What follows belongs to an exercise in optimizing a design on an open flow for small area, a short achievable clock period and few clock cycles per item; a production flow would make more cautious choices.
No functional check of the RTL was part of any run shown here.

## flow/design.v (module list and top-level ports; edited modules follow where they fit)
// module hsl_to_rgb_converter: 1980 lines
// module hsl_fa: 4 lines
// module hsl_ha: 4 lines
module hsl_to_rgb_converter #(
    parameter int unsigned FRAC_BITS = hsl2rgb_pkg::FRAC_BITS_DEF
) (
    input  logic             i_clk,
    input  logic             i_rst_n,
    input  logic             i_pix_valid,
    output logic             i_pix_ready,
    input  logic [hsl2rgb_pkg::HUE_W-1:0] i_pix_hue,
    input  logic [hsl2rgb_pkg::SL_W-1:0]  i_pix_saturation,
    input  logic [hsl2rgb_pkg::SL_W-1:0]  i_pix_lightness,
    output logic             o_pix_valid,
    input  logic             o_pix_ready,
    output logic [hsl2rgb_pkg::CH_W-1:0]  o_pix_red,
    output logic [hsl2rgb_pkg::CH_W-1:0]  o_pix_green,
    output logic [hsl2rgb_pkg::CH_W-1:0]  o_pix_blue
);
  // ...
==> flow/run.sh <==
#!/bin/bash
# synth_recipe.tcl (not shown) runs the flow's synth.tcl, then flattens the netlist and writes it again
# the make line also repeats each setting of config.mk as NAME=value (left out here)
make -C /OpenROAD-flow-scripts/flow DESIGN_CONFIG=/design/flow/config.mk WORK_HOME=/design/flow/orfs CLKGATE_MAP_FILE= SYNTH_SCRIPT=/design/flow/synth_recipe.tcl finish
==> flow/config.mk <==
export PLATFORM = sky130hd
export DESIGN_NAME = hsl_to_rgb_converter
export DESIGN_NICKNAME = hsl_to_rgb_converter
export VERILOG_FILES = /design/flow/design.v
export SDC_FILE = /design/flow/constraint.sdc
export NUM_CORES = 4
export LEC_CHECK = 0
export ABC_AREA = 1
export CAP_MARGIN = 20
export CORE_MARGIN = 2
export CORE_UTILIZATION = 45
export PLACE_DENSITY = 0.6
export SETUP_SLACK_MARGIN = 4.0
export SLEW_MARGIN = 20
export SYNTH_HIERARCHICAL = 1
==> flow/constraint.sdc <==
create_clock -name core_clock -period 8.0 [get_ports {i_clk}]
set_input_delay 1.6000 -clock core_clock [delete_from_list [all_inputs] [get_ports {i_clk}]]
set_output_delay 1.6000 -clock core_clock [all_outputs]
set_load 0.01 [all_outputs]
==> flow_summary.json, run 1 <==
{
  "whs_path_depth": 0,
  "clkTransAtPathRegs_ns": 0.06,
  "outcome": "complete, no violations",
  "io_pins": 68,
  "r2r-start": "r3_bt_503",
  "clkCellAreaFrac": 0.0441,
  "insertion_delay_ns": 0.59,
  "hold_buffers": 0,
  "dieArea_um2": 68300,
  "finalInstanceArea_um2": 32800,
  "setup_violations": 0,
  "vias_per_cell": 5.37,
  "core_um2": 65600,
  "drt-initial-drc-count": 1713,
  "max_cap_viol_count": 0,
  "worstPathArrival_ns": 2.18,
  "required_ns": 6.40,
  "largest_class": "multi-input gates",
  "register_area_um2": 12300,
  "die_h_um": 261,
  "top_layer": "met5",
  "largest_register_ffs": 24,
  "place_area_um2": 31300,
  "slowest_delay_ns": 0.64,
  "r2r_end": "r4_hrs_822",
  "wirelength_mm": 76.1,
  "finalMaxSlewViolations": 0,
  "path_delay_family": "buffers and inverters",
  "grt_use_met3": 0.0451,
  "rsz0062_at_grt": "no",
  "place_congestion": 0.954,
  "hpwlAfterDp_mm": 60.0,
  "hold_violations": 0,
  "yosys.area_share.simple": 0.127,
  "place_ws_ns": 4.29
}
==> inputs of run 2 (changes only) <==
--- a/flow/config.mk
+++ b/flow/config.mk
@@ -12,3 +12,3 @@
 export PLACE_DENSITY = 0.6
-export SETUP_SLACK_MARGIN = 4.0
+export SETUP_SLACK_MARGIN = 4.3
 export SLEW_MARGIN = 20
==> run 2 against run 1 <==
Count of clock-buffer cells in the layout is 4 lower. Hold slack worse by 0.0029 ns. Sequential share of layout area is 0.52 points lower. Largest cell class unchanged. Still clean. Via count is 1.2% higher. Highest routed layer is now met4.
==> flow_summary.json, run 2 <==
{
  "outcome": "complete, no violations",
  "firstDrtPassIters": 6,
  "nFillCells": 5990,
  "multiInputGateArea_um2": 15700,
  "synth_most_common_cell": "nand2_1",
  "ys_top_cells_by_count": "nand2_1 (552), edfxtp_1 (406), inv_1 (353)",
  "path_class": "reg2reg",
  "seq_area_frac_synth": 0.414,
  "grt_start_max_net_pins": 80,
  "reg2reg_slack_ns": 4.39,
  "drive_gt1_frac": 0.0588,
  "grt_pass1_wl_mm": 120,
  "tns_ns": 0,
  "r2r-start": "r3_bt_571",
  "grt_usage": 0.227,
  "fin_crit_ns": 3.61,
  "cts_tree": "done",
  "hold_path_end": "r3_lr_362",
  "synthArstFlopShare": 0,
  "synth_top_cell_area_share": 0.409,
  "wl_met3_mm": 4.22,
  "cp_max_fo": 12,
  "critPathMostFrequentCell": "fa_1",
  "period_share": 0.452,
  "root_buffer": "clkbuf_16",
  "layout.nets": 3497,
  "wl_met1_mm": 33.5,
  "drt-initial-drc-count": 1711,
  "finalMaxSlewViolations": 0,
  "whs_path_depth": 0,
  "max_freq_mhz": 277,
  "synth.avg_cell_area_um2": 9.96,
  "clock-skew-final_ns": 0.0240,
  "overflow": 0,
  "yosys.area.top_type": "edfxtp_1",
  "rsz0062_at_grt": "yes",
  "register_area_um2": 12300,
  "wirelength_mm": 77.4,
  "die_w_um": 261,
  "worst_slew_pin_slew_ns": 0.975,
  "synthFlopType": "edfxtp_1",
  "synth_edf_count": 406,
  "finalInstanceArea_um2": 33200,
  "rows": 94,
  "final_cell_mix": "nand2_1 (551), edfxtp_1 (406), inv_1 (338)",
  "place_congestion": 0.917,
  "cp-end-kind": "flip-flop",
  "utilization": 0.506,
  "hp-start": "r2_lr_361",
  "worstPathArrival_ns": 3.95,
  "clock_path_buffers": 3,
  "numCtsBuffers": 48,
  "drc": 0,
  "insertion_delay_ns": 0.60,
  "core_um2": 65600,
  "die_h_um": 261,
  "io_buffer_count": 67,
  "vias_per_cell": 5.38,
  "cts_max_level": 2,
  "place_area_um2": 31300,
  "antennaDiodeCount": 0,
  "top_layer": "met4",
  "vias": 21400,
  "slowest_stage": "fa_1",
  "path_cells": "clkinvlp_4 -> o22ai_1 -> xor2_1 -> fa_1 -> fa_1 -> fa_1 -> fa_1",
  "wl_met2_mm": 36.6,
  "hp-class": "reg2reg",
  "layout.cells.non_filler": 3976,
  "grt_pass1_vias": 21200,
  "max_cap_viol_count": 0,
  "ys_types": 57,
  "antenna_found_initial": 1,
  "clkTransAtPathRegs_ns": 0.06,
  "final_common_cell": "nand2_1",
  "slowest_delay_ns": 0.54,
  "syn-cell-area_um2": 29800,
  "regMostFlops": "r_sd",
  "yosysWarnings": 7,
  "syn2layout_area_growth_pct": 11.4,
  "dieArea_um2": 68300,
  "postSynthCellCount": 2994,
  "io_pins": 68,
  "critPathLaunchType": "flip-flop",
  "hold_buffers": 0,
  "postRouteAntennaNets": 0,
  "required_ns": 8.34,
  "r2r_end": "r4_hrs_825",
  "max_slew_margin": 0.350,
  "hold_violations": 0,
  "wl_per_cell_um": 19.5,
  "ys_ff_latch": 413,
  "place_inst": 3851,
  "setup_violations": 0,
  "hpwlAfterDp_mm": 59.0,
  "synth.area.top_cells": "edfxtp_1 (41%), fa_1 (12%), xor2_1 (9.2%)",
  "start_util": 0.454,
  "cts.sinks": 413,
  "reg2regPathDepth": 7,
  "largest_register_ffs": 24
}
run 2: cell type report:
type,instances,area share
clock buffers,51,0.0371
clock inverters,36,0.00990
inverters,375,0.0447
multi-input cells,2119,0.473
flip-flops and latches,413,0.371
well taps,864,0.0325
repair buffers,109,0.0298
repair inverters,9,0.00147
run 2: how the worst max path moves through the flow:
stage	endpoint	start	depth (start not counted)
finish	r4_hrs_825	r3_bt_571	7
global route	r4_hrs_822	r3_bt_503	7
CTS	r4_hrs_825	r3_bo_568	7
detailed placement	r_sd[12]	o_pix_ready	4
global placement	r_sd[11]	o_pix_ready	4
floorplan	i_pix_ready	r_sv	2
run 2: worst max-delay path: cells and delay by family, from the launching register on:
kind / cells / cell delay (ns)
DFF: 1 / 0.49
xor gates and xnor gates: 1 / 0.21
buffers and inverters: 1 / 0.33
adders and majority gates: 4 / 2.04
AOI/OAI and AO/OA: 1 / 0.27
run 2: metal layers:
layer / up-vias / GRT usage
met5: - / 0
met2: 691 / 0.379
met3: 158 / 0.0333
met1: 10300 / 0.298
met4: 0 / 0.0900
li1: 10300 / -
run 2: timing repair:
| action | 4_1_cts | 5_1_grt |
|---|---|---|
| buffers inserted | 0 | 29 |
| resized for setup | 5 | 14 |
| endpoints found under the hold margin | 0 | 0 |
| gates cloned | 1 | 8 |
| setup endpoints to repair | 2 | 21 |
run 2: kinds of logic (layout without fill, tap and decap cells):
family                   after synthesis  in the layout  synth area share
flip-flops                           413            413             0.414
other                                  2             14          0.000252
AO/OA/AOI/OAI                        465            465            0.0914
multiplexers                           4              4           0.00151
adder cells (fa/ha/maj)              380            380             0.205
XOR/XNOR                             343            343             0.101
buffers and inverters                474            580            0.0611
AND/OR/NAND/NOR                      913            913             0.127
run 2: Yosys stat by module (local to each module, per instance):
module	flip-flops and latches	cell area, um^2	copies in the design
hsl_fa	0	20.0	176
hsl_to_rgb_converter	413	25700	1
hsl_ha	0	12.5	44
run 2: per-stage QoR:
step	hold slack (ns)	setup slack (ns)
after floorplan	0.400	4.40
after global placement	0.403	3.81
after detailed placement	0.405	3.72
after CTS	0.415	4.31
after global routing	0.424	4.26
final	0.415	4.39
==> inputs of run 3 (changes only) <==
--- a/flow/config.mk
+++ b/flow/config.mk
@@ -12,3 +12,3 @@
 export PLACE_DENSITY = 0.6
-export SETUP_SLACK_MARGIN = 4.3
+export SETUP_SLACK_MARGIN = 5.0
 export SLEW_MARGIN = 20
==> run 3 against run 2 <==
Still clean. Sequential share of layout area shrank 3.5 points. Hold slack is essentially flat. Flip-flop and latch count is the same. Core utilization grew 5.2 points. Count of clock-buffer cells in the layout grew 1. Register-to-register slack gained 0.23 ns. Final area grew 10%. Fmax grew 6.9%. First-iteration DRC count grew 2.6%. Global-route usage grew 2.2 points. Largest cell class unchanged.
==> flow_summary.json, run 3 <==
{
  "outcome": "complete, no violations",
  "overflow": 0,
  "die_h_um": 261,
  "synth_most_common_cell": "nand2_1",
  "die_w_um": 261,
  "synthArstFlopShare": 0,
  "antenna_found_initial": 0,
  "final_cell_mix": "nand2_1 (535), edfxtp_1 (406), inv_1 (307)",
  "core_um2": 65600,
  "hold_violations": 0,
  "final_common_cell": "nand2_1",
  "root_buffer": "clkbuf_16",
  "nFillCells": 5591,
  "ys_top_cells_by_count": "nand2_1 (552), edfxtp_1 (406), inv_1 (353)",
  "reg2regPathDepth": 9,
  "synth.area.top_cells": "edfxtp_1 (41%), fa_1 (12%), xor2_1 (9.2%)",
  "cp_max_fo": 4,
  "synth_edf_count": 406,
  "grt_pass1_wl_mm": 130,
  "wl_per_cell_um": 20.6,
  "period_share": 0.423,
  "place_congestion": 0.943,
  "firstDrtPassIters": 7,
  "whs_path_depth": 0,
  "io_pins": 68,
  "synth_top_cell_area_share": 0.409,
  "postRouteAntennaNets": 0,
  "clock_path_buffers": 3,
  "max_freq_mhz": 296,
  "largest_register_ffs": 24,
  "finalMaxSlewViolations": 0,
  "cts.sinks": 413,
  "worstPathArrival_ns": 3.74,
  "dieArea_um2": 68300,
  "grt_pass1_vias": 22900,
  "path_class": "reg2reg",
  "max_slew_margin": 0.471,
  "required_ns": 8.36,
  "rows": 94,
  "seq_area_frac_synth": 0.414,
  "drive_gt1_frac": 0.194,
  "cp-end-kind": "flip-flop",
  "layout.nets": 3711,
  "vias_per_cell": 5.47,
  "drt-initial-drc-count": 1756,
  "hpwlAfterDp_mm": 60.2,
  "grt_start_max_net_pins": 140,
  "hp-class": "reg2reg",
  "worst_slew_pin_slew_ns": 0.793,
  "yosysWarnings": 7,
  "start_util": 0.454,
  "clock-skew-final_ns": 0.0411,
  "synth.avg_cell_area_um2": 9.96,
  "io_buffer_count": 67,
  "numCtsBuffers": 47,
  "insertion_delay_ns": 0.62,
  "wirelength_mm": 86.4,
  "r2r-start": "r3_c_348_394",
  "vias": 22900,
  "ys_types": 57,
  "multiInputGateArea_um2": 17000,
  "utilization": 0.559,
  "r2r_end": "r4_hrs_821",
  "clkTransAtPathRegs_ns": 0.06,
  "syn-cell-area_um2": 29800,
  "antennaDiodeCount": 0,
  "cts_tree": "done",
  "hp-start": "r2_lr_363",
  "tns_ns": 0,
  "critPathLaunchType": "flip-flop",
  "regMostFlops": "r_sd",
  "reg2reg_slack_ns": 4.62,
  "place_area_um2": 31400,
  "synthFlopType": "edfxtp_1",
  "fin_crit_ns": 3.38,
  "yosys.area.top_type": "edfxtp_1",
  "setup_violations": 0,
  "rsz0062_at_grt": "yes",
  "max_cap_viol_count": 0,
  "cts_max_level": 2,
  "postSynthCellCount": 2994,
  "grt_usage": 0.249,
  "ys_ff_latch": 413,
  "syn2layout_area_growth_pct": 23.0,
  "finalInstanceArea_um2": 36700,
  "drc": 0,
  "register_area_um2": 12300,
  "worst_hold_slack_ns": 0.416,
  "hold_path_end": "r3_lr_364"
}
[run 3: final cells by class]
| class | instances | share of cell area |
|---|---|---|
| Clock inverter | 36 | 0.0101 |
| Clock buffer | 52 | 0.0326 |
| Timing Repair inverter | 11 | 0.00239 |
| Tap cell | 864 | 0.0295 |
| Inverter | 375 | 0.0451 |
| Multi-Input combinational cell | 2120 | 0.463 |
| Sequential cell | 413 | 0.336 |
| Timing Repair Buffer | 321 | 0.0805 |
[run 3: worst max path at each step]
stage / startpoint / end / slack [ns]
after floorplan: r_sv / i_pix_ready / 4.90
after global placement: r3_bt_503 / r4_hrs_824 / 4.36
after detailed placement: r3_bt_503 / r4_hrs_824 / 4.34
after CTS: r3_bo_500 / r4_hrs_824 / 4.70
after global routing: r3_c_348_394 / r4_hrs_821 / 4.56
final: r3_c_348_394 / r4_hrs_821 / 4.62
[run 3: repair_timing]
item	in CTS	in global routing
gates cloned	9	5
hold buffers	0	0
setup endpoints to repair	203	202
setup buffers	185	56
pin swaps	97	129
gates resized for setup	232	182
[run 3: layer usage]
metal / vias to the layer above / global-route usage / routed length, um / share of wire
li1: 10700 / - / - / -
met1: 11000 / 0.314 / 34400 / 0.40
met2: 945 / 0.416 / 41000 / 0.47
met3: 308 / 0.0380 / 5430 / 0.063
met4: 0 / 0.131 / 5570 / 0.064
met5: - / 0 / 0 / 0
[run 3: metrics by stage]
step	worst slack, ns	cells
final	4.62	4192
after detailed placement	4.34	3849
after floorplan	4.90	3006
after global routing	4.56	4192
after global placement	4.36	3849
after CTS	4.70	4131
[run 3: cells by family after synthesis]
logic type               Yosys count  share of synthesized area
AO/OA/AOI/OAI                    465                     0.0914
other                              2                   0.000252
buffers and inverters            474                     0.0611
multiplexers                       4                    0.00151
XOR/XNOR                         343                      0.101
AND/OR/NAND/NOR                  913                      0.127
adder cells (fa/ha/maj)          380                      0.205
flip-flops                       413                      0.414
[run 3: critical path: stages (launching register included)]
cell and delay (ns):
edfxtp_1 0.39, clkinvlp_4 0.20, buf_4 0.19, buf_6 0.11, o22ai_4 0.09, xor2_1 0.25
fa_1 0.50, fa_2 0.47, fa_1 0.54, fa_2 0.43
[run 3: modules after synthesis, one instance, submodules excluded]
module                cell area, um^2  times used
hsl_ha                           12.5          44
hsl_fa                           20.0         176
hsl_to_rgb_converter            25700           1
==> inputs of run 4 (changes only) <==
--- a/flow/config.mk
+++ b/flow/config.mk
@@ -12,3 +12,3 @@
 export PLACE_DENSITY = 0.6
-export SETUP_SLACK_MARGIN = 5.0
+export SETUP_SLACK_MARGIN = 4.6
 export SLEW_MARGIN = 20
==> run 4 against run 3 <==
Still clean. Wire length fell by 6.6%. Non-clock buffer count fell by 84. Flip-flop and latch count did not move. Sequential share of layout area rose by 1.8 points. Via count fell by 3.7%. Count of clock-buffer cells in the layout fell by 1. Core utilization fell by 2.9 points. Synthesized area did not move. Final area fell by 5.1%. Global-route usage fell by 1.5 points. Synthesized cell count did not move. Highest routed layer unchanged.
==> flow_summary.json, run 4 <==
{
  "regMostFlops": "r_sd",
  "required_ns": 8.34,
  "wl_per_cell_um": 19.6,
  "postRouteAntennaNets": 0,
  "syn2layout_area_growth_pct": 16.7,
  "setup_violations": 0,
  "cp_max_fo": 12,
  "synthFlopType": "edfxtp_1",
  "clock_path_buffers": 3,
  "grt_start_max_net_pins": 80,
  "worst_slew_pin_slew_ns": 0.984,
  "numCtsBuffers": 48,
  "place_congestion": 0.917,
  "io_pins": 68,
  "insertion_delay_ns": 0.60,
  "yosys.area.top_type": "edfxtp_1",
  "ys_top_cells_by_count": "nand2_1 (552), edfxtp_1 (406), inv_1 (353)",
  "max_cap_viol_count": 0,
  "die_w_um": 261,
  "vias_per_cell": 5.37,
  "period_share": 0.432,
  "rows": 94,
  "synth.avg_cell_area_um2": 9.96,
  "worstPathArrival_ns": 3.79,
  "final_cell_mix": "nand2_1 (550), edfxtp_1 (406), inv_1 (318)",
  "syn-cell-area_um2": 29800,
  "vias": 22100,
  "synth_most_common_cell": "nand2_1",
  "yosysWarnings": 7,
  "antennaDiodeCount": 0,
  "final_common_cell": "nand2_1",
  "root_buffer": "clkbuf_16",
  "clock-skew-final_ns": 0.0229,
  "path_class": "reg2reg",
  "drc": 0,
  "wl_met2_mm": 38.1,
  "cts_tree": "done",
  "dieArea_um2": 68300,
  "start_util": 0.454,
  "synth.area.top_cells": "edfxtp_1 (41%), fa_1 (12%), xor2_1 (9.2%)",
  "wl_met3_mm": 4.81,
  "layout.cells.non_filler": 4109,
  "cts.sinks": 413,
  "die_h_um": 261,
  "drt-initial-drc-count": 1815,
  "antenna_found_initial": 1,
  "clkTransAtPathRegs_ns": 0.06,
  "io_buffer_count": 67,
  "ys_ff_latch": 413,
  "layout.nets": 3630,
  "hp-class": "reg2reg",
  "grt_pass1_wl_mm": 123,
  "cts_max_level": 2,
  "setup_ws_ns": 4.55,
  "finalMaxSlewViolations": 0,
  "place_inst": 3851,
  "wl_met1_mm": 33.8,
  "drive_gt1_frac": 0.121,
  "top_layer": "met4",
  "tns_ns": 0,
  "hold_violations": 0,
  "largest_register_ffs": 24,
  "hpwlAfterDp_mm": 59.0,
  "seq_area_frac_synth": 0.414,
  "postSynthCellCount": 2994,
  "firstDrtPassIters": 5,
  "overflow": 0,
  "grt_pass1_vias": 21700,
  "synth_top_cell_area_share": 0.409,
  "wirelength_mm": 80.7,
  "worst_hold_slack_ns": 0.413,
  "max_slew_margin": 0.344,
  "critPathLaunchType": "flip-flop",
  "core_um2": 65600,
  "fin_crit_ns": 3.45,
  "synthArstFlopShare": 0,
  "synth_edf_count": 406,
  "place_ws_ns": 3.72,
  "grt_usage": 0.234,
  "ys_types": 57,
  "rsz0062_at_grt": "yes",
  "max_freq_mhz": 290,
  "cp-end-kind": "flip-flop",
  "outcome": "complete, no violations"
}
[run 4: cell counts after synthesis]
Identical to the previous run, type by type.
[run 4: through the flow]
stage               cell area, um^2  utilization
CTS                           33700        0.514
global placement              31300        0.477
finish                        34800        0.530
floorplan                     29900            -
global route                  34800        0.530
detailed placement            31300        0.477
[run 4: worst paths after layout]
| check | from | endpoint | slack (ns) | cells past startpoint |
|---|---|---|---|---|
| max reg2reg | r3_bt_605 | r4_hrs_825 | 4.55 | 7 |
| min reg2reg | r2_lr_353 | r3_lr_354 | 0.41 | 0 |
| max | r3_bt_605 | r4_hrs_825 | 4.55 | 7 |
| min | r2_lr_353 | r3_lr_354 | 0.41 | 0 |
[run 4: per-layer routing]
metal | global-route usage | up-vias
li1 | - | 10500
met1 | 0.301 | 10600
met2 | 0.390 | 765
met3 | 0.0365 | 190
met4 | 0.105 | 0
met5 | 0 | -
[run 4: repair_timing]
action / CTS / global route
setup buffers: 76 / 80
gates resized for setup: 56 / 73
hold buffers: 0 / 0
pin swaps: 7 / 70
setup endpoints to repair: 77 / 60
cloned: 11 / 4
[run 4: cell families after synthesis]
family / after synthesis / share of synthesized area
and+or+nand+nor: 913 / 0.127
xor gates and xnor gates: 343 / 0.101
DFF: 413 / 0.414
adders and majority gates: 380 / 0.205
AOI/OAI and AO/OA: 465 / 0.0914
other: 2 / 0.000252
buffers and inverters: 474 / 0.0611
muxes: 4 / 0.00151
[run 4: layout make-up]
class	count	area [um^2]
repair inverters	14	101
clock inverters	36	329
flip-flops and latches	413	12300
fillers	5818	30800
repair buffers	237	2070
multi-input cells	2119	16000
inverters	375	1590
well taps	864	1080
clock buffers	51	1230
[run 4: Yosys stat by module (local to each module, per instance)]
module / cell area, um^2 / flip-flops and latches / cells / times used
hsl_fa: 20.0 / 0 / 1 / 176
hsl_ha: 12.5 / 0 / 1 / 44
hsl_to_rgb_converter: 25700 / 413 / 2774 / 1
[run 4: critical path, stage by stage (launching register included)]
cell        delay (ns)
edfxtp_1          0.53
clkinvlp_4        0.40
o22ai_1           0.32
xor2_1            0.19
ha_1              0.27
fa_1              0.47
fa_1              0.52
fa_1              0.50

==> re-timing with driven ports <==
The results above use ideal ports. As a check the final layouts listed here were re-extracted and re-timed, cells and wires unchanged.
Step 1 (the two cells are an assumption about what drives the block):
set clk [get_ports {i_clk}]
set_driving_cell -lib_cell sky130_fd_sc_hd__clkbuf_16 $clk
set_driving_cell -lib_cell sky130_fd_sc_hd__buf_2 [delete_from_list [all_inputs] $clk]
Step 2 also shifts input and output timing later by t, the mid clock arrival at the registers, as if the neighbouring blocks saw the same clock.
Three values: ideal, step 1, step 2; two values: the first two.
run	t (ns)	slack for setup (ns)	worst setup path after step 2	cell pins on the clock port's net
run 1	0.646	4.217 / 4.152 / 4.336	register to register	1
run 2	0.662	4.386 / 4.385 / 4.386	register to register	1
run 3	0.667	4.619 / 4.619 / 4.619	register to register	1
run 4	0.661	4.546 / 4.546 / 4.499	input to register	1
After both steps every run listed still meets setup and hold. The setup slack of run 4, which loses most, moves by 0.000 ns with the drivers and by -0.047 ns with both steps.
